Background: an optimization exercise with open tools, aiming at a short achievable clock period and few clock cycles per item. Do not read the settings as production practice.
The RTL was checked by simulation tests, not by an equivalence proof against the original design.
The clock cells of this run come from the design's own scripts or RTL, not from TritonCTS.
The flow treats the clock pin as an ideal source. Dropping or thinning the clock tree relies on that and would not hold on a real chip.
Power is estimated from default activity; no workload was simulated.

==> flow/design.v <==
`timescale 1ns/1ps
`default_nettype none
package dproc_pkg;
  localparam int xlen = 32;
  localparam logic [2:0] ALU_ADD   = 3'd0;
  localparam logic [2:0] ALU_XOR   = 3'd1;
  localparam logic [2:0] ALU_OR    = 3'd2;
  localparam logic [2:0] ALU_AND   = 3'd3;
  localparam logic [2:0] ALU_SLT   = 3'd4;
  localparam logic [2:0] ALU_SLTU  = 3'd5;
  localparam logic [2:0] ALU_SHIFT = 3'd6;
  localparam logic [2:0] BR_EQ  = 3'd0;
  localparam logic [2:0] BR_NE  = 3'd1;
  localparam logic [2:0] BR_LT  = 3'd2;
  localparam logic [2:0] BR_GE  = 3'd3;
  localparam logic [2:0] BR_LTU = 3'd4;
  localparam logic [2:0] BR_GEU = 3'd5;
  localparam int rsp_w = 1 + 5 + xlen + 1 + 20;
endpackage
`default_nettype wire
`timescale 1ns/1ps
`default_nettype none
module regfile (
  input  wire logic        clk_i,
  input  wire logic        arst_n_i,
  input  wire logic [31:1] rs1_oh_i,
  input  wire logic [31:1] rs2_oh_i,
  output logic [31:0]      rs1_data_o,
  output logic [31:0]      rs2_data_o,
  input  wire logic        we_i,
  input  wire logic [4:0]  waddr_i,
  input  wire logic [31:0] wdata_i
);
  logic [31:0] regs_q [31:1];
  always_ff @(posedge clk_i or negedge arst_n_i) begin
    if (!arst_n_i) begin
      for (int i = 1; i < 32; i++) begin
        regs_q[i] <= '0;
      end
    end else if (we_i && (waddr_i != 5'd0)) begin
      regs_q[waddr_i] <= wdata_i;
    end
  end
  always_comb begin
    rs1_data_o = '0;
    rs2_data_o = '0;
    for (int i = 1; i < 32; i++) begin
      rs1_data_o = rs1_data_o | ({32{rs1_oh_i[i]}} & regs_q[i]);
      rs2_data_o = rs2_data_o | ({32{rs2_oh_i[i]}} & regs_q[i]);
    end
  end
endmodule
`default_nettype wire
`timescale 1ns/1ps
`default_nettype none
module pipe_reg #(
  parameter int width = 32
) (
  input  wire logic             clk_i,
  input  wire logic             arst_n_i,
  input  wire logic             in_valid_i,
  input  wire logic [width-1:0] in_i,
  output logic                  out_valid_o,
  input  wire logic             out_ready_i,
  output logic [width-1:0]      out_o,
  output logic                  out_busy_o
);
  logic             head_valid_q;
  logic [width-1:0] head_q;
  logic [width-1:0] mem_q [8];
  logic [2:0]       rd_ptr_q;
  logic [2:0]       wr_ptr_q;
  logic [2:0]       count_q;      
  logic             pop;
  logic [2:0]       rd_ptr_d;
  logic [2:0]       count_d;
  logic             head_valid_d;
  logic [width-1:0] mem_at_rd;
  logic [width-1:0] mem_at_next;
  assign pop        = (count_q != 3'd0) & out_ready_i;
  logic [2:0]       rd_ptr_inc;
  logic [2:0]       count_kept;
  logic [2:0]       count_taken;
  assign rd_ptr_inc  = rd_ptr_q + 3'd1;
  assign count_kept  = count_q + {2'd0, in_valid_i};
  assign count_taken = count_kept - 3'd1;
  assign rd_ptr_d   = pop ? rd_ptr_inc : rd_ptr_q;
  assign count_d    = pop ? count_taken : count_kept;
  assign head_valid_d = in_valid_i | (out_ready_i ? (count_q >= 3'd2) : (count_q != 3'd0));
  assign out_busy_o   = (count_q != 3'd0);
  assign mem_at_rd   = mem_q[rd_ptr_q];
  assign mem_at_next = mem_q[rd_ptr_q + 3'd1];
  always_ff @(posedge clk_i or negedge arst_n_i) begin
    if (!arst_n_i) begin
      head_valid_q <= 1'b0;
      rd_ptr_q     <= '0;
      wr_ptr_q     <= '0;
      count_q      <= '0;
    end else begin
      head_valid_q <= head_valid_d;
      rd_ptr_q     <= rd_ptr_d;
      wr_ptr_q     <= wr_ptr_q + {2'd0, in_valid_i};
      count_q      <= count_d;
    end
  end
  logic [width-1:0] head_if_taken;
  logic [width-1:0] head_if_kept;
  assign head_if_taken = (count_q <= 3'd1) ? in_i : mem_at_next;
  assign head_if_kept  = (count_q == 3'd0) ? in_i : mem_at_rd;
  always_ff @(posedge clk_i) begin
    head_q <= out_ready_i ? head_if_taken : head_if_kept;
  end
  always_ff @(posedge clk_i) begin
    for (int i = 0; i < 8; i++) begin
      if (in_valid_i && (wr_ptr_q == 3'(i))) begin
        mem_q[i] <= in_i;
      end
    end
  end
  assign out_valid_o = head_valid_q;
  assign out_o       = head_q;
endmodule
`default_nettype wire
`timescale 1ns/1ps
`default_nettype none
module alu (
  input  wire logic [31:0] op1_i,
  input  wire logic [31:0] op2_i,
  input  wire logic [31:0] add1_i,      
  input  wire logic [31:0] add2_i,      
  input  wire logic        cin_i,       
  input  wire logic [31:0] shl_op_i,    
  input  wire logic [31:0] shr_op_i,    
  input  wire logic        fill_i,      
  input  wire logic [4:0]  shl_amt_i,   
  input  wire logic [4:0]  shr_amt_i,   
  input  wire logic [4:0]  shl_amt_n_i, 
  input  wire logic [4:0]  shr_amt_n_i,
  input  wire logic        sel_add_i,
  input  wire logic        sel_xor_i,
  input  wire logic        sel_or_i,
  input  wire logic        sel_and_i,
  input  wire logic        sel_slt_i,
  input  wire logic        sel_sltu_i,
  input  wire logic        sel_shl_i,
  input  wire logic        sel_shr_i,
  input  wire logic [5:0]  cond_i,      
  output logic [31:0]      result_o,
  output logic             taken_o
);
  logic [31:0] sum;
  logic [31:0] shl;
  logic [31:0] shr;
  logic        fill;
  logic [31:0] shl_st [6];
  logic [31:0] shr_st [6];
  logic        lt, ltu, eq;
  logic [31:0] add_g [6];
  logic [31:0] add_p [6];
  logic [31:0] add_x;
  always_comb begin
    add_x    = add1_i ^ add2_i;
    add_g[0] = add1_i & add2_i;
    add_p[0] = add_x;
    for (int l = 0; l < 5; l++) begin
      for (int i = 0; i < 32; i++) begin
        if (i >= (1 << l)) begin
          add_g[l+1][i] = add_g[l][i] | (add_p[l][i] & add_g[l][i - (1 << l)]);
          add_p[l+1][i] = add_p[l][i] & add_p[l][i - (1 << l)];
        end else begin
          add_g[l+1][i] = add_g[l][i];
          add_p[l+1][i] = add_p[l][i];
        end
      end
    end
    sum = add_x ^ {add_g[5][30:0] | (add_p[5][30:0] & {31{cin_i}}), cin_i};
  end
  logic [31:0] cmp_g [6];
  logic [31:0] cmp_p [6];
  always_comb begin
    cmp_g[0] = op1_i & ~op2_i;
    cmp_p[0] = op1_i | ~op2_i;
    cmp_g[0][0] = cmp_g[0][0] | cmp_p[0][0];
    for (int l = 0; l < 5; l++) begin
      for (int i = 0; i < 32; i++) begin
        if (i >= (1 << l)) begin
          cmp_g[l+1][i] = cmp_g[l][i] | (cmp_p[l][i] & cmp_g[l][i - (1 << l)]);
          cmp_p[l+1][i] = cmp_p[l][i] & cmp_p[l][i - (1 << l)];
        end else begin
          cmp_g[l+1][i] = cmp_g[l][i];
          cmp_p[l+1][i] = cmp_p[l][i];
        end
      end
    end
  end
  assign eq  = (op1_i == op2_i);
  assign ltu = ~cmp_g[5][31];
  assign lt  = ltu ^ op1_i[31] ^ op2_i[31];
  assign fill = fill_i & shr_op_i[31];
  always_comb begin
    shl_st[0] = shl_op_i;
    shr_st[0] = shr_op_i;
    for (int s = 0; s < 5; s++) begin
      for (int i = 0; i < 32; i++) begin
        if ((i < 16) ? shl_amt_i[s] : ~shl_amt_n_i[s]) begin
          shl_st[s+1][i] = (i >= (1 << s)) ? shl_st[s][i - (1 << s)] : 1'b0;
        end else begin
          shl_st[s+1][i] = shl_st[s][i];
        end
        if ((i < 16) ? shr_amt_i[s] : ~shr_amt_n_i[s]) begin
          shr_st[s+1][i] = (i + (1 << s) < 32) ? shr_st[s][i + (1 << s)] : fill;
        end else begin
          shr_st[s+1][i] = shr_st[s][i];
        end
      end
    end
  end
  assign shl = shl_st[5];
  assign shr = shr_st[5];
  assign result_o = sum | shl | shr
                  | ({32{sel_xor_i}} & (op1_i ^ op2_i))
                  | ({32{sel_or_i}}  & (op1_i | op2_i))
                  | ({32{sel_and_i}} & (op1_i & op2_i))
                  | {31'd0, (sel_slt_i & lt) | (sel_sltu_i & ltu)};
  assign taken_o = (cond_i[0] & eq)  | (cond_i[1] & ~eq) |
                   (cond_i[2] & lt)  | (cond_i[3] & ~lt) |
                   (cond_i[4] & ltu) | (cond_i[5] & ~ltu);
endmodule
`default_nettype wire
`timescale 1ns/1ps
`default_nettype none
module exec_core (
  input  wire logic                  clk_i,
  input  wire logic                  arst_n_i,
  input  wire logic                  issue_valid_i,
  output logic                       issue_ready_o,
  input  wire logic [2:0]            issue_alu_op_i,
  input  wire logic                  issue_sub_i,
  input  wire logic                  issue_shift_right_i,
  input  wire logic                  issue_shift_arith_i,
  input  wire logic [4:0]            issue_rs1_i,
  input  wire logic [4:0]            issue_rs2_i,
  input  wire logic                  issue_use_imm_i,
  input  wire logic [31:0]           issue_imm_i,
  input  wire logic [4:0]            issue_rd_i,
  input  wire logic                  issue_write_i,
  input  wire logic                  issue_branch_i,
  input  wire logic [2:0]            issue_branch_cond_i,
  input  wire logic [19:0]           issue_branch_offset_i,
  output logic                       res_valid_o,
  input  wire logic                  res_ready_i,
  output logic                       res_write_o,
  output logic [4:0]                 res_rd_o,
  output logic [31:0]                res_result_o,
  output logic                       res_branch_taken_o,
  output logic [19:0]                res_branch_offset_o
);
  localparam int qdepth = 4;
  logic       ready_q;
  logic [2:0] credit_q;
  logic [2:0] credit_d;
  logic       fire;
  logic       retire;
  logic       res_busy;
  assign issue_ready_o = ready_q;
  assign fire          = issue_valid_i & ready_q;
  assign retire        = res_busy & res_ready_i;
  logic [2:0] credit_inc;
  logic [2:0] credit_dec;
  assign credit_inc    = credit_q + 3'd1;
  assign credit_dec    = credit_q - 3'd1;
  assign credit_d      = (fire & ~retire) ? credit_inc :
                         (retire & ~fire) ? credit_dec : credit_q;
  always_ff @(posedge clk_i or negedge arst_n_i) begin
    if (!arst_n_i) begin
      credit_q <= '0;
      ready_q  <= 1'b0;
    end else begin
      credit_q <= credit_d;
      case ({fire, retire})
        2'b10:   ready_q <= (credit_q <= 3'(qdepth - 1));
        2'b01:   ready_q <= 1'b1;
        default: ready_q <= (credit_q <= 3'(qdepth));
      endcase
    end
  end
  logic        d_valid_q;
  logic [31:1] d_rs1_oh_q;
  logic [31:1] d_rs2_oh_q;
  logic [4:0]  d_rs1_q;
  logic [4:0]  d_rs2_q;
  logic        d_use_imm_q;
  logic [31:0] d_imm_q;
  logic [4:0]  d_rd_q;
  logic        d_write_q;
  logic        d_wen_q;
  logic        d_sub_q;
  logic        d_fill_q;
  logic [7:0]  d_sel_q;     
  logic [5:0]  d_cond_q;    
  logic [19:0] d_off_q;
  always_ff @(posedge clk_i or negedge arst_n_i) begin
    if (!arst_n_i) begin
      d_valid_q <= 1'b0;
    end else begin
      d_valid_q <= fire;
    end
  end
  always_ff @(posedge clk_i) begin
    for (int i = 1; i < 32; i++) begin
      d_rs1_oh_q[i] <= (issue_rs1_i == 5'(i));
      d_rs2_oh_q[i] <= (issue_rs2_i == 5'(i));
    end
    d_rs1_q     <= issue_rs1_i;
    d_rs2_q     <= issue_rs2_i;
    d_use_imm_q <= issue_use_imm_i;
    d_imm_q     <= issue_imm_i;
    d_rd_q      <= issue_rd_i;
    d_write_q   <= issue_write_i;
    d_wen_q     <= issue_write_i & (issue_rd_i != 5'd0);
    d_sub_q     <= issue_sub_i;
    d_fill_q    <= issue_shift_right_i & issue_shift_arith_i;
    d_sel_q[0]  <= (issue_alu_op_i == dproc_pkg::ALU_ADD);
    d_sel_q[1]  <= (issue_alu_op_i == dproc_pkg::ALU_XOR);
    d_sel_q[2]  <= (issue_alu_op_i == dproc_pkg::ALU_OR);
    d_sel_q[3]  <= (issue_alu_op_i == dproc_pkg::ALU_AND);
    d_sel_q[4]  <= (issue_alu_op_i == dproc_pkg::ALU_SLT);
    d_sel_q[5]  <= (issue_alu_op_i == dproc_pkg::ALU_SLTU);
    d_sel_q[6]  <= (issue_alu_op_i == dproc_pkg::ALU_SHIFT) & ~issue_shift_right_i;
    d_sel_q[7]  <= (issue_alu_op_i == dproc_pkg::ALU_SHIFT) & issue_shift_right_i;
    d_cond_q[0] <= issue_branch_i & (issue_branch_cond_i == dproc_pkg::BR_EQ);
    d_cond_q[1] <= issue_branch_i & (issue_branch_cond_i == dproc_pkg::BR_NE);
    d_cond_q[2] <= issue_branch_i & (issue_branch_cond_i == dproc_pkg::BR_LT);
    d_cond_q[3] <= issue_branch_i & (issue_branch_cond_i == dproc_pkg::BR_GE);
    d_cond_q[4] <= issue_branch_i & (issue_branch_cond_i == dproc_pkg::BR_LTU);
    d_cond_q[5] <= issue_branch_i & (issue_branch_cond_i == dproc_pkg::BR_GEU);
    d_off_q     <= issue_branch_offset_i;
  end
  logic        e_valid_q;
  logic        e_wen_q;
  logic [4:0]  e_rd_q;
  logic        w_valid_q;
  logic        w_wen_q;
  logic [4:0]  w_rd_q;
  logic [31:0] w_result_q;
  logic [31:0] alu_result;
  logic        alu_taken;
  logic [31:0] rf_rs1;
  logic [31:0] rf_rs2;
  logic        fwd_e1, fwd_e2, fwd_w1, fwd_w2;
  logic [31:0] opnd1_d;
  logic [31:0] opnd2_d;
  regfile u_regfile (
    .clk_i      (clk_i),
    .arst_n_i   (arst_n_i),
    .rs1_oh_i   (d_rs1_oh_q),
    .rs2_oh_i   (d_rs2_oh_q),
    .rs1_data_o (rf_rs1),
    .rs2_data_o (rf_rs2),
    .we_i       (w_wen_q),
    .waddr_i    (w_rd_q),
    .wdata_i    (w_result_q)
  );
  assign fwd_e1 = e_wen_q & (e_rd_q == d_rs1_q);
  assign fwd_e2 = e_wen_q & (e_rd_q == d_rs2_q) & ~d_use_imm_q;
  assign fwd_w1 = w_wen_q & (w_rd_q == d_rs1_q);
  assign fwd_w2 = w_wen_q & (w_rd_q == d_rs2_q);
  assign opnd1_d = fwd_e1 ? alu_result : (fwd_w1 ? w_result_q : rf_rs1);
  assign opnd2_d = fwd_e2 ? alu_result :
                   (d_use_imm_q ? d_imm_q : (fwd_w2 ? w_result_q : rf_rs2));
  logic [31:0] other1;
  logic [31:0] other2;
  logic        add_e1, add_o1, add_e2, add_o2;
  logic        shl_e1, shl_o1, shl_e2, shl_o2;
  logic        shr_e1, shr_o1, shr_e2, shr_o2;
  assign other1 = fwd_w1 ? w_result_q : rf_rs1;
  assign other2 = d_use_imm_q ? d_imm_q : (fwd_w2 ? w_result_q : rf_rs2);
  assign add_e1 = d_sel_q[0] & fwd_e1;
  assign add_o1 = d_sel_q[0] & ~fwd_e1;
  assign add_e2 = d_sel_q[0] & fwd_e2;
  assign add_o2 = d_sel_q[0] & ~fwd_e2;
  assign shl_e1 = d_sel_q[6] & fwd_e1;
  assign shl_o1 = d_sel_q[6] & ~fwd_e1;
  assign shl_e2 = d_sel_q[6] & fwd_e2;
  assign shl_o2 = d_sel_q[6] & ~fwd_e2;
  assign shr_e1 = d_sel_q[7] & fwd_e1;
  assign shr_o1 = d_sel_q[7] & ~fwd_e1;
  assign shr_e2 = d_sel_q[7] & fwd_e2;
  assign shr_o2 = d_sel_q[7] & ~fwd_e2;
  logic [31:0] e_op1_q;
  logic [31:0] e_op2_q;
  logic [31:0] e_add1_q;
  logic [31:0] e_add2_q;
  logic        e_cin_q;
  logic [31:0] e_shl_op_q;
  logic [31:0] e_shr_op_q;
  logic [4:0]  e_shl_amt_q;
  logic [4:0]  e_shr_amt_q;
  logic [4:0]  e_shl_amt_n_q;
  logic [4:0]  e_shr_amt_n_q;
  logic        e_write_q;
  logic        e_fill_q;
  logic [7:0]  e_sel_q;
  logic [5:0]  e_cond_q;
  logic [19:0] e_off_q;
  always_ff @(posedge clk_i or negedge arst_n_i) begin
    if (!arst_n_i) begin
      e_valid_q <= 1'b0;
      e_wen_q   <= 1'b0;
    end else begin
      e_valid_q <= d_valid_q;
      e_wen_q   <= d_valid_q & d_wen_q;
    end
  end
  always_ff @(posedge clk_i) begin
    e_op1_q     <= opnd1_d;
    e_op2_q     <= opnd2_d;
    e_add1_q    <= (alu_result & {32{add_e1}}) | (other1 & {32{add_o1}});
    e_add2_q    <= ((alu_result ^ {32{d_sub_q}}) & {32{add_e2}}) |
                   ((other2 ^ {32{d_sub_q}}) & {32{add_o2}});
    e_cin_q     <= d_sel_q[0] & d_sub_q;
    e_shl_op_q  <= (alu_result & {32{shl_e1}}) | (other1 & {32{shl_o1}});
    e_shr_op_q  <= (alu_result & {32{shr_e1}}) | (other1 & {32{shr_o1}});
    e_shl_amt_q <= (alu_result[4:0] & {5{shl_e2}}) | (other2[4:0] & {5{shl_o2}});
    e_shr_amt_q <= (alu_result[4:0] & {5{shr_e2}}) | (other2[4:0] & {5{shr_o2}});
    e_shl_amt_n_q <= ~((alu_result[4:0] & {5{shl_e2}}) | (other2[4:0] & {5{shl_o2}}));
    e_shr_amt_n_q <= ~((alu_result[4:0] & {5{shr_e2}}) | (other2[4:0] & {5{shr_o2}}));
    e_rd_q      <= d_rd_q;
    e_write_q   <= d_write_q;
    e_fill_q    <= d_fill_q;
    e_sel_q     <= d_sel_q;
    e_cond_q    <= d_cond_q;
    e_off_q     <= d_off_q;
  end
  alu u_alu (
    .op1_i      (e_op1_q),
    .op2_i      (e_op2_q),
    .add1_i     (e_add1_q),
    .add2_i     (e_add2_q),
    .cin_i      (e_cin_q),
    .shl_op_i   (e_shl_op_q),
    .shr_op_i   (e_shr_op_q),
    .fill_i     (e_fill_q),
    .shl_amt_i  (e_shl_amt_q),
    .shr_amt_i  (e_shr_amt_q),
    .shl_amt_n_i(e_shl_amt_n_q),
    .shr_amt_n_i(e_shr_amt_n_q),
    .sel_add_i  (e_sel_q[0]),
    .sel_xor_i  (e_sel_q[1]),
    .sel_or_i   (e_sel_q[2]),
    .sel_and_i  (e_sel_q[3]),
    .sel_slt_i  (e_sel_q[4]),
    .sel_sltu_i (e_sel_q[5]),
    .sel_shl_i  (e_sel_q[6]),
    .sel_shr_i  (e_sel_q[7]),
    .cond_i     (e_cond_q),
    .result_o   (alu_result),
    .taken_o    (alu_taken)
  );
  logic        w_write_q;
  logic        w_taken_q;
  logic [19:0] w_off_q;
  always_ff @(posedge clk_i or negedge arst_n_i) begin
    if (!arst_n_i) begin
      w_valid_q <= 1'b0;
      w_wen_q   <= 1'b0;
    end else begin
      w_valid_q <= e_valid_q;
      w_wen_q   <= e_wen_q;
    end
  end
  always_ff @(posedge clk_i) begin
    w_result_q <= alu_result;
    w_rd_q     <= e_rd_q;
    w_write_q  <= e_write_q;
    w_taken_q  <= alu_taken;
    w_off_q    <= e_off_q;
  end
  logic [dproc_pkg::rsp_w-1:0] q_out;
  pipe_reg #(
    .width (dproc_pkg::rsp_w)
  ) u_resq (
    .clk_i       (clk_i),
    .arst_n_i    (arst_n_i),
    .in_valid_i  (w_valid_q),
    .in_i        ({w_write_q, w_rd_q, w_result_q, w_taken_q, w_off_q}),
    .out_valid_o (res_valid_o),
    .out_ready_i (res_ready_i),
    .out_o       (q_out),
    .out_busy_o  (res_busy)
  );
  assign {res_write_o, res_rd_o, res_result_o, res_branch_taken_o, res_branch_offset_o} = q_out;
endmodule
`default_nettype wire
==> flow/flow/run.sh <==
#!/bin/bash
# Standard layout (standard.sh) with three changes:
#  - synthesis maps with flow/abc_map.script (flow/synth_map.tcl), registers unchanged;
#  - timing repair aims further below the clock period;
#  - the clock tree is a hand-built balanced tree of clock inverters (flow/pre_cts.tcl).
set -e
export SETUP_SLACK_MARGIN=6.6
export PRE_CTS_TCL=$PWD/flow/pre_cts.tcl
export FLOW_ABC_MAP_SCRIPT=$PWD/flow/abc_map.script
bash standard.sh SYNTH_SCRIPT=$PWD/flow/synth_map.tcl finish > standard.log 2>&1
==> flow/flow/abc_map.script <==
strash
dch
map -D 1000
topo
buffer -p
upsize -D 1000
dnsize -D 1000
stime -p
==> flow/flow/mycts.tcl <==
# Balanced two-level clock tree built by hand: the clock port feeds a few root buffers,
# each root feeds a group of leaf buffers, each leaf feeds a cluster of nearby flip-flops.
proc kmeans {pts k iters {slack 1.05}} {
  # pts: list of {x y}; returns list of cluster indices
  set n [llength $pts]
  set cx {}; set cy {}
  # seed centres by sorting on x+y and picking evenly
  set order [lsort -integer -indices [lmap p $pts {expr {[lindex $p 0] + [lindex $p 1]}}]]
  for {set c 0} {$c < $k} {incr c} {
    set p [lindex $pts [lindex $order [expr {int(($c + 0.5) * $n / $k)}]]]
    lappend cx [lindex $p 0]; lappend cy [lindex $p 1]
  }
  set cap [expr {int(ceil(1.0 * $n / $k * $slack))}]
  for {set it 0} {$it < $iters} {incr it} {
    # capacity-limited assignment: points ordered by their best distance
    set cnt [lrepeat $k 0]
    set assign [lrepeat $n -1]
    set cand {}
    set i 0
    foreach p $pts {
      set px [lindex $p 0]; set py [lindex $p 1]
      set ds {}
      for {set c 0} {$c < $k} {incr c} {
        lappend ds [list [expr {abs($px - [lindex $cx $c]) + abs($py - [lindex $cy $c])}] $c]
      }
      set ds [lsort -integer -index 0 $ds]
      lappend cand [list [lindex $ds 0 0] $i $ds]
      incr i
    }
    foreach e [lsort -integer -index 0 $cand] {
      set i [lindex $e 1]
      foreach d [lindex $e 2] {
        set c [lindex $d 1]
        if {[lindex $cnt $c] < $cap} {
          lset assign $i $c
          lset cnt $c [expr {[lindex $cnt $c] + 1}]
          break
        }
      }
    }
    # recentre
    set sx [lrepeat $k 0]; set sy [lrepeat $k 0]
    set i 0
    foreach p $pts {
      set c [lindex $assign $i]
      lset sx $c [expr {[lindex $sx $c] + [lindex $p 0]}]
      lset sy $c [expr {[lindex $sy $c] + [lindex $p 1]}]
      incr i
    }
    for {set c 0} {$c < $k} {incr c} {
      if {[lindex $cnt $c] > 0} {
        lset cx $c [expr {[lindex $sx $c] / [lindex $cnt $c]}]
        lset cy $c [expr {[lindex $sy $c] / [lindex $cnt $c]}]
      }
    }
  }
  return [list $assign $cx $cy]
}

proc build_clock_tree {clk_port leaf_size n_roots buf_name {mid_size 0}} {
  set db [ord::get_db]
  set block [ord::get_db_block]
  set master [$db findMaster $buf_name]
  set clk_net [$block findNet $clk_port]
  set sinks {}
  set pts {}
  foreach it [$clk_net getITerms] {
    set inst [$it getInst]
    set loc [$inst getLocation]
    set m [$inst getMaster]
    lappend sinks $it
    lappend pts [list [expr {[lindex $loc 0] + [$m getWidth] / 2}] [expr {[lindex $loc 1] + [$m getHeight] / 2}]]
  }
  set n [llength $sinks]
  set k [expr {int(ceil(1.0 * $n / $leaf_size))}]
  puts "mycts: $n sinks, $k leaf buffers, $n_roots roots"
  lassign [kmeans $pts $k 12] assign cx cy
  # leaf buffers
  set leaves {}
  for {set c 0} {$c < $k} {incr c} {
    set inst [odb::dbInst_create $block $master "cts_leaf_$c"]
    $inst setLocation [expr {int([lindex $cx $c])}] [expr {int([lindex $cy $c])}]
    $inst setPlacementStatus PLACED
    set net [odb::dbNet_create $block "clknet_leaf_$c"]
    $net setSigType CLOCK
    [$inst findITerm X] connect $net
    lappend leaves $inst
  }
  set i 0
  foreach it $sinks {
    set c [lindex $assign $i]
    $it disconnect
    $it connect [$block findNet "clknet_leaf_$c"]
    incr i
  }
  # optional middle level: groups of about mid_size leaves share one buffer
  set upper $leaves
  set ux $cx; set uy $cy
  if {$mid_size > 1} {
    set nm [expr {int(ceil(1.0 * $k / $mid_size))}]
    set nm [expr {int(ceil(1.0 * $nm / $n_roots)) * $n_roots}]
    set lpts {}
    for {set c 0} {$c < $k} {incr c} { lappend lpts [list [lindex $cx $c] [lindex $cy $c]] }
    lassign [kmeans $lpts $nm 12 1.0] massign mx my
    set mids {}
    for {set m 0} {$m < $nm} {incr m} {
      set inst [odb::dbInst_create $block $master "cts_mid_$m"]
      $inst setLocation [expr {int([lindex $mx $m])}] [expr {int([lindex $my $m])}]
      $inst setPlacementStatus PLACED
      set net [odb::dbNet_create $block "clknet_mid_$m"]
      $net setSigType CLOCK
      [$inst findITerm X] connect $net
      lappend mids $inst
    }
    for {set c 0} {$c < $k} {incr c} {
      [[lindex $leaves $c] findITerm A] connect [$block findNet "clknet_mid_[lindex $massign $c]"]
    }
    puts "mycts: $nm middle buffers"
    set upper $mids
    set ux $mx; set uy $my
  }
  # root buffers over groups of the level below
  set nu [llength $upper]
  set lpts {}
  for {set c 0} {$c < $nu} {incr c} { lappend lpts [list [lindex $ux $c] [lindex $uy $c]] }
  lassign [kmeans $lpts $n_roots 12 1.0] rassign rx ry
  for {set r 0} {$r < $n_roots} {incr r} {
    set inst [odb::dbInst_create $block $master "cts_root_$r"]
    $inst setLocation [expr {int([lindex $rx $r])}] [expr {int([lindex $ry $r])}]
    $inst setPlacementStatus PLACED
    set net [odb::dbNet_create $block "clknet_root_$r"]
    $net setSigType CLOCK
    [$inst findITerm X] connect $net
    [$inst findITerm A] connect $clk_net
  }
  for {set c 0} {$c < $nu} {incr c} {
    [[lindex $upper $c] findITerm A] connect [$block findNet "clknet_root_[lindex $rassign $c]"]
  }
}
==> flow/flow/mytree.tcl <==
# Generic balanced clock tree built by hand, level by level from the flip-flops up.
# sizes: fan-out of each level from the bottom (sinks per leaf driver, leaves per next
# driver, ...); the top level always has n_roots drivers fed by the clock port.
source [file join [file dirname [info script]] mycts.tcl]

proc out_term {inst} {
  foreach it [$inst getITerms] {
    if {[$it isOutputSignal]} { return $it }
  }
}
proc in_term {inst} {
  foreach it [$inst getITerms] {
    if {[$it isInputSignal]} { return $it }
  }
}

proc build_tree_levels {clk_port sizes n_roots cell} {
  set db [ord::get_db]
  set block [ord::get_db_block]
  set master [$db findMaster $cell]
  set clk_net [$block findNet $clk_port]
  # current loads: list of {iterm x y}
  set loads {}
  foreach it [$clk_net getITerms] {
    set inst [$it getInst]
    set loc [$inst getLocation]
    set m [$inst getMaster]
    lappend loads [list $it [expr {[lindex $loc 0] + [$m getWidth] / 2}] [expr {[lindex $loc 1] + [$m getHeight] / 2}]]
  }
  set nlev [expr {[llength $sizes] + 1}]
  for {set lev 0} {$lev < $nlev} {incr lev} {
    set n [llength $loads]
    if {$lev == $nlev - 1} {
      set k $n_roots
    } else {
      set k [expr {int(ceil(1.0 * $n / [lindex $sizes $lev]))}]
    }
    set pts [lmap l $loads {list [lindex $l 1] [lindex $l 2]}]
    set slackf [expr {$lev == 0 ? 1.05 : 1.0}]
    lassign [kmeans $pts $k 12 $slackf] assign cx cy
    set newloads {}
    set nets {}
    for {set c 0} {$c < $k} {incr c} {
      set inst [odb::dbInst_create $block $master "cts_l${lev}_$c"]
      $inst setLocation [expr {int([lindex $cx $c])}] [expr {int([lindex $cy $c])}]
      $inst setPlacementStatus PLACED
      set net [odb::dbNet_create $block "clknet_l${lev}_$c"]
      $net setSigType CLOCK
      [out_term $inst] connect $net
      lappend nets $net
      lappend newloads [list [in_term $inst] [lindex $cx $c] [lindex $cy $c]]
    }
    set i 0
    foreach l $loads {
      set it [lindex $l 0]
      $it disconnect
      $it connect [lindex $nets [lindex $assign $i]]
      incr i
    }
    puts "mytree: level $lev: $k drivers for $n loads"
    set loads $newloads
  }
  foreach l $loads { [lindex $l 0] connect $clk_net }
}
==> flow/flow/pre_cts.tcl <==
# Hook sourced by ORFS cts.tcl before clock tree synthesis.
# Builds a balanced clock tree by hand from four levels of clkinv_16 (an even count, so
# the flip-flops see the clock's own polarity): clock port -> 4 roots -> 2 each ->
# 4 each -> leaf inverters driving about 16 nearby flip-flops each. It then stands in
# for clock_tree_synthesis, so the rest of the standard cts step (legalisation, timing
# repair) runs unchanged.
source [file join [file dirname [info script]] mytree.tcl]
build_tree_levels clk_i {16 4 4} 4 sky130_fd_sc_hd__clkinv_16
# cts.tcl runs repair_clock_inverters after this hook; it would clone the tree's
# inverters next to every flip-flop, so it is skipped as well
rename repair_clock_inverters orfs_repair_clock_inverters
proc repair_clock_inverters {args} {
  puts "clock inverters left as built by pre_cts.tcl"
}
rename clock_tree_synthesis orfs_clock_tree_synthesis
proc clock_tree_synthesis {args} {
  puts "clock tree already built by pre_cts.tcl"
  set_propagated_clock [all_clocks]
}
==> flow/flow/synth_map.tcl <==
# The standard flow's synthesis script (synth_recipe.tcl) unchanged, except that the final ABC
# mapping runs flow/abc_map.script (classic delay-driven "map") in place of ORFS's
# abc_speed.script. Flip-flops are mapped before ABC and ABC gets no -dff, so the
# registers, their names and their cells are those of the standard synthesis.
proc synth {args} { yosys synth -nofsm -noshare {*}$args }
proc abc {args} {
  set i [lsearch -exact $args -script]
  if {$i >= 0} {
    set args [lreplace $args [expr {$i + 1}] [expr {$i + 1}] $::env(FLOW_ABC_MAP_SCRIPT)]
  }
  yosys abc {*}$args
}
source $::env(SCRIPTS_DIR)/synth.tcl
# left out here: clear keep_hierarchy, flatten, clean up, hide names made inside functions, write 1_2_yosys.v
==> flow/standard.sh <==
#!/bin/bash
# synth_recipe.tcl (not shown) runs the flow's synth.tcl, then flattens the netlist and writes it again
# the make line also repeats each setting of config.mk as NAME=value (left out here)
make -C /OpenROAD-flow-scripts/flow DESIGN_CONFIG=/design/flow/config.mk WORK_HOME=/design/flow/orfs CLKGATE_MAP_FILE= SYNTH_SCRIPT=/design/flow/synth_recipe.tcl "${@:-finish}"
==> flow/config.mk <==
export PLATFORM = sky130hd
export DESIGN_NAME = exec_core
export DESIGN_NICKNAME = exec_core
export VERILOG_FILES = /design/flow/design.v
export SDC_FILE = /design/flow/constraint.sdc
export NUM_CORES = 4
export LEC_CHECK = 0
export ABC_CLOCK_PERIOD_IN_PS = 2000
export CAP_MARGIN = 20
export CORE_MARGIN = 2
export CORE_UTILIZATION = 50
export SLEW_MARGIN = 20
==> flow/constraint.sdc <==
create_clock -name core_clock -period 9.0 [get_ports {clk_i}]
set_input_delay 1.8000 -clock core_clock [delete_from_list [all_inputs] [get_ports {clk_i}]]
set_output_delay 1.8000 -clock core_clock [all_outputs]
set_load 0.01 [all_outputs]
==> run notes <==
==> registers in the layout (all words and copies together), names as in the netlist, 8 cells and up <==
register / count
u_regfile.regs_q: 992
u_resq.mem_q: 472
u_resq.head_q: 59
d_imm_q: 32
e_add1_q: 32
e_add2_q: 32
e_op1_q: 32
e_op2_q: 32
e_shl_op_q: 32
e_shr_op_q: 32
w_result_q: 32
d_rs1_oh_q: 31
d_rs2_oh_q: 31
d_off_q: 20
e_off_q: 20
w_off_q: 20
d_sel_q: 8
==> final cells by class <==
| type | instances | area [um^2] | share of cell area (%) |
|---|---|---|---|
| sequential | 2000 | 50200 | 41.5 |
| multi-input combinational | 6545 | 43300 | 35.8 |
| timing repair buffer | 1192 | 15100 | 12.4 |
| inverter | 1119 | 9200 | 7.59 |
| tap | 2464 | 3080 | 2.55 |
| antenna | 61 | 153 | 0.126 |
| timing repair inverter | 3 | 27.5 | 0.0227 |
==> cell families after synthesis <==
group / share of synthesized area, %
AOI/OAI and AO/OA: 23.0
and+or+nand+nor: 13.6
DFF: 53.8
buffers and inverters: 6.86
adders and majority gates: 2.37
xor gates and xnor gates: 0.274
muxes: 0.142
==> layer usage <==
layer  vias up  GRT usage [%]
met3      3450           22.5
met2     10300           71.6
met1     46500           63.6
met5         -              0
met4        37           42.0
li1      37500              -
==> cell usage after synthesis (37+ instances only) <==
| master | count |
|---|---|
| nand2_1 | 1855 |
| o21ai_0 | 1239 |
| dfrtp_1 | 1011 |
| inv_1 | 919 |
| a22oi_1 | 631 |
| clkbuf_1 | 604 |
| dfxtp_1 | 517 |
| edfxtp_1 | 472 |
| nor2_1 | 471 |
| a21oi_1 | 324 |
| nand3_1 | 307 |
| o22ai_1 | 271 |
| o221ai_1 | 190 |
| a221oi_1 | 183 |
| ha_1 | 172 |
| nand4_1 | 171 |
| o211ai_1 | 171 |
| nor3_1 | 103 |
| buf_2 | 76 |
| a211oi_1 | 51 |
| a31oi_1 | 38 |
| o21ai_1 | 37 |
==> stage by stage <==
step           power [mW]  instances  worst slack, ns  util (%)  cell area (um^2)
6_report             26.9      13400             6.19      66.0            121000
5_1_grt              27.5      13300             6.17      65.9            121000
4_1_cts              24.9      12900             6.20      61.2            112000
3_5_place_dp         17.0      12300             4.88      52.8             96900
3_3_place_gp         16.9      12300             4.89      52.8             96800
2_1_floorplan        14.3      10200             5.96         -             92700
==> worst max path at each step <==
stage	end	cells after the start	slack, ns	startpoint
detailed placement	u_resq.head_q[49]	7	4.88	res_ready_i
global route	issue_ready_o	1	6.17	ready_q
global placement	e_shr_op_q[21]	6	4.89	w_rd_q[1]
floorplan	credit_q[2]	10	5.96	res_ready_i
CTS	issue_ready_o	1	6.20	ready_q
finish	res_rd_o[1]	1	6.19	u_resq.head_q[54]
==> power by group <==
part	internal [mW]	total (mW)	switching (mW)
combinational	3.31	9.16	5.86
sequential	10.3	11.2	0.860
clock	1.34	6.56	5.22
==> cells in the final DEF, fill, tap and decap left out, drive strengths merged, types with 12 or more instances in the layout <==
cell type / synthesis / final
nor2: 481 / 485
edfxtp: 472 / 472
o221ai: 190 / 190
diode: 0 / 61
o21ai: 1277 / 1277
clkbuf: 604 / 51
dfxtp: 517 / 517
a22oi: 632 / 632
a221oi: 184 / 184
inv: 931 / 890
a21boi: 15 / 15
a211oi: 51 / 51
o22ai: 271 / 271
clkinv: 19 / 188
clkdlybuf4s50: 0 / 62
buf: 102 / 1058
clkinvlp: 0 / 43
a2111oi: 26 / 26
nand2: 1855 / 1857
o21a: 17 / 17
nand3b: 10 / 13
o2111ai: 31 / 31
nor4: 37 / 37
and2: 18 / 18
a31oi: 38 / 38
dfrtp: 1011 / 1011
nor3: 104 / 104
mux2i: 12 / 12
ha: 172 / 172
nand4: 171 / 171
o211ai: 176 / 176
nand3: 310 / 313
xor2: 20 / 20
a21oi: 324 / 324
==> timing repair <==
item                       4_1_cts  5_1_grt
hold buffers                     0        0
resized for setup             1709     1155
cloned                          49       54
pin swaps                      204      411
setup buffers                  379      328
setup endpoints to repair     2510     1136
==> impl_metrics.csv <==
group,metric,value,unit
status,status,"complete, no violations",
min_path,worstHoldEndpoint,"e_sel_q[1]",
sta,tns,0,ns
sta,period_needed,2.81,ns
sta,worst_pin_slew,1.32,ns
detailed_routing,wire_per_inst,39.8,um
critical_path,crit_buf_inv,1,
global_route,first_global_vias,85400,
critical_path,worst-endpoint-required,7.20,ns
cts,path_clk_slew,0.07,ns
yosys,syn_area,0.0926,mm^2
yosys,yosys.area.top_type,"dfrtp_1",
yosys,synth_flop_cell,"dfrtp_1",
detailed_routing,viasPerCell,7.31,
yosys,syn_nets,10400,
critical_path,cp_slowest_stage_delay,0.42,ns
critical_path,crit_arrival,1.01,ns
sta,final-setup-viol-count,0,
sta,period_share,31.2,%
critical_path,crit_type,"reg2out",
critical_path,ff2ff_path_depth,12,
yosys,synth_cells,10200,
cts,worstSkewPairLatency,0.50,ns
floorplan,core_area,0.183,mm^2
sta,finClkSkew,0.0553,ns
min_path,hold_depth,0,
yosys,async_flop_share,50.6,%
detailed_routing,drtIter0Drc,19900,
floorplan,io-pin-count,144,
min_path,min_path_type,"reg2reg",
critical_path,start_kind,"register",
min_path,min-delay-start,"d_sel_q[1]",
critical_path,worst_setup_path_end_kind,"primary output",
yosys,yosysUniqueCellTypes,79,
critical_path,crit_slowest_cell,"dfxtp_4",
yosys,ys_seq_area_share,53.8,%
sta,slew-limit-headroom,12.2,%
pwr,leakage,47.2,nW
critical_path,reg2reg_slack,6.22,ns
critical_path,cp_top_family,"flip-flops",
critical_path,crit_path_max_fanout,1,
critical_path,r2r-start,"d_rs2_oh_q[5]",
cells_and_area,nFillCells,14500,
floorplan,die-height,434,um
yosys,ys_warn_count,12,
critical_path,worstReg2RegEnd,"e_add2_q[12]",
detailed_routing,route.detailed.drc,0,
floorplan,initial_core_util,50.5,%
floorplan,rows,157,
detailed_routing,routed-wl-met3,89000,um
critical_path,path_cells,"buf_6",
sta,hold_viol,0,
placed_design,gp_congestion,1.02,
placed_design,numPortBuffers,143,
placed_design,dpl.hpwl,287000,um
cells_and_area,area_growth,30.8,%
yosys,ys_seq_elements,2000,
global_route,grt_pass1_wl,685000,um
floorplan,die_x,434,um
yosys,postSynthAreaPerCell,9.09,um^2
detailed_routing,met2RoutedLength,209000,um
global_route,grtUsageTotal,52.2,%
detailed_routing,first_pass_iters,14,
yosys,synth_top_area_share,27.3,%
floorplan,dieArea,0.189,mm^2
cells_and_area,drive_gt1_share,24.2,%
global_route,antenna_found_initial,55,
yosys,synthTopCellsByArea,"dfrtp_1, edfxtp_1, dfxtp_1",
pwr,vdd_drop_max,0.000224,V
pwr,power_density,222,mW/mm^2
sta,maxSlewViolCount,0,
detailed_routing,wirelength,532000,um
yosys,synth_edf_count,472,
sta,rsz0062_at_grt,"true",
flow_run,drv_cap,0,
sta,fmax,356,MHz
detailed_routing,ant_nets,0,
detailed_routing,wl_met1,172000,um
global_route,grt-ovfl-total,0,
detailed_routing,top_layer,"met5",
sta,whs,0.314,ns
global_route,grt_max_degree,131,
cells_and_area,finalNetCount,11100,
detailed_routing,num_vias,97800,
Testbench counts, summed over its fixed seeds: cycles 8,032, items 8,000.

re-timing with driven ports:
The results above use ideal ports. As a check the final layout listed here was re-extracted and re-timed, cells and wires unchanged. Step 1 assumes that a clkbuf_16 drives the clock port and a buf_2 every other input. Step 2, shift: input delay + t, output delay - t, t = (earliest + latest rising clock arrival at the registers) / 2. This alone moves slack from input paths to output paths. Slacks: ideal / step 1 / step 2; pairs: ideal / step 1.
shift t [ns]: 0.805
setup WS [ns]: 6.189 / 5.853 / 5.905
worst hold slack (ns): 0.314 / 0.314 / 0.314
worst slew at a driven data input, ns: 0.16
cell pins on the clock port's net: 4
After both steps setup and hold are still met in this run. The setup slack of this run moves by -0.336 ns with the drivers and by -0.284 ns with both steps.
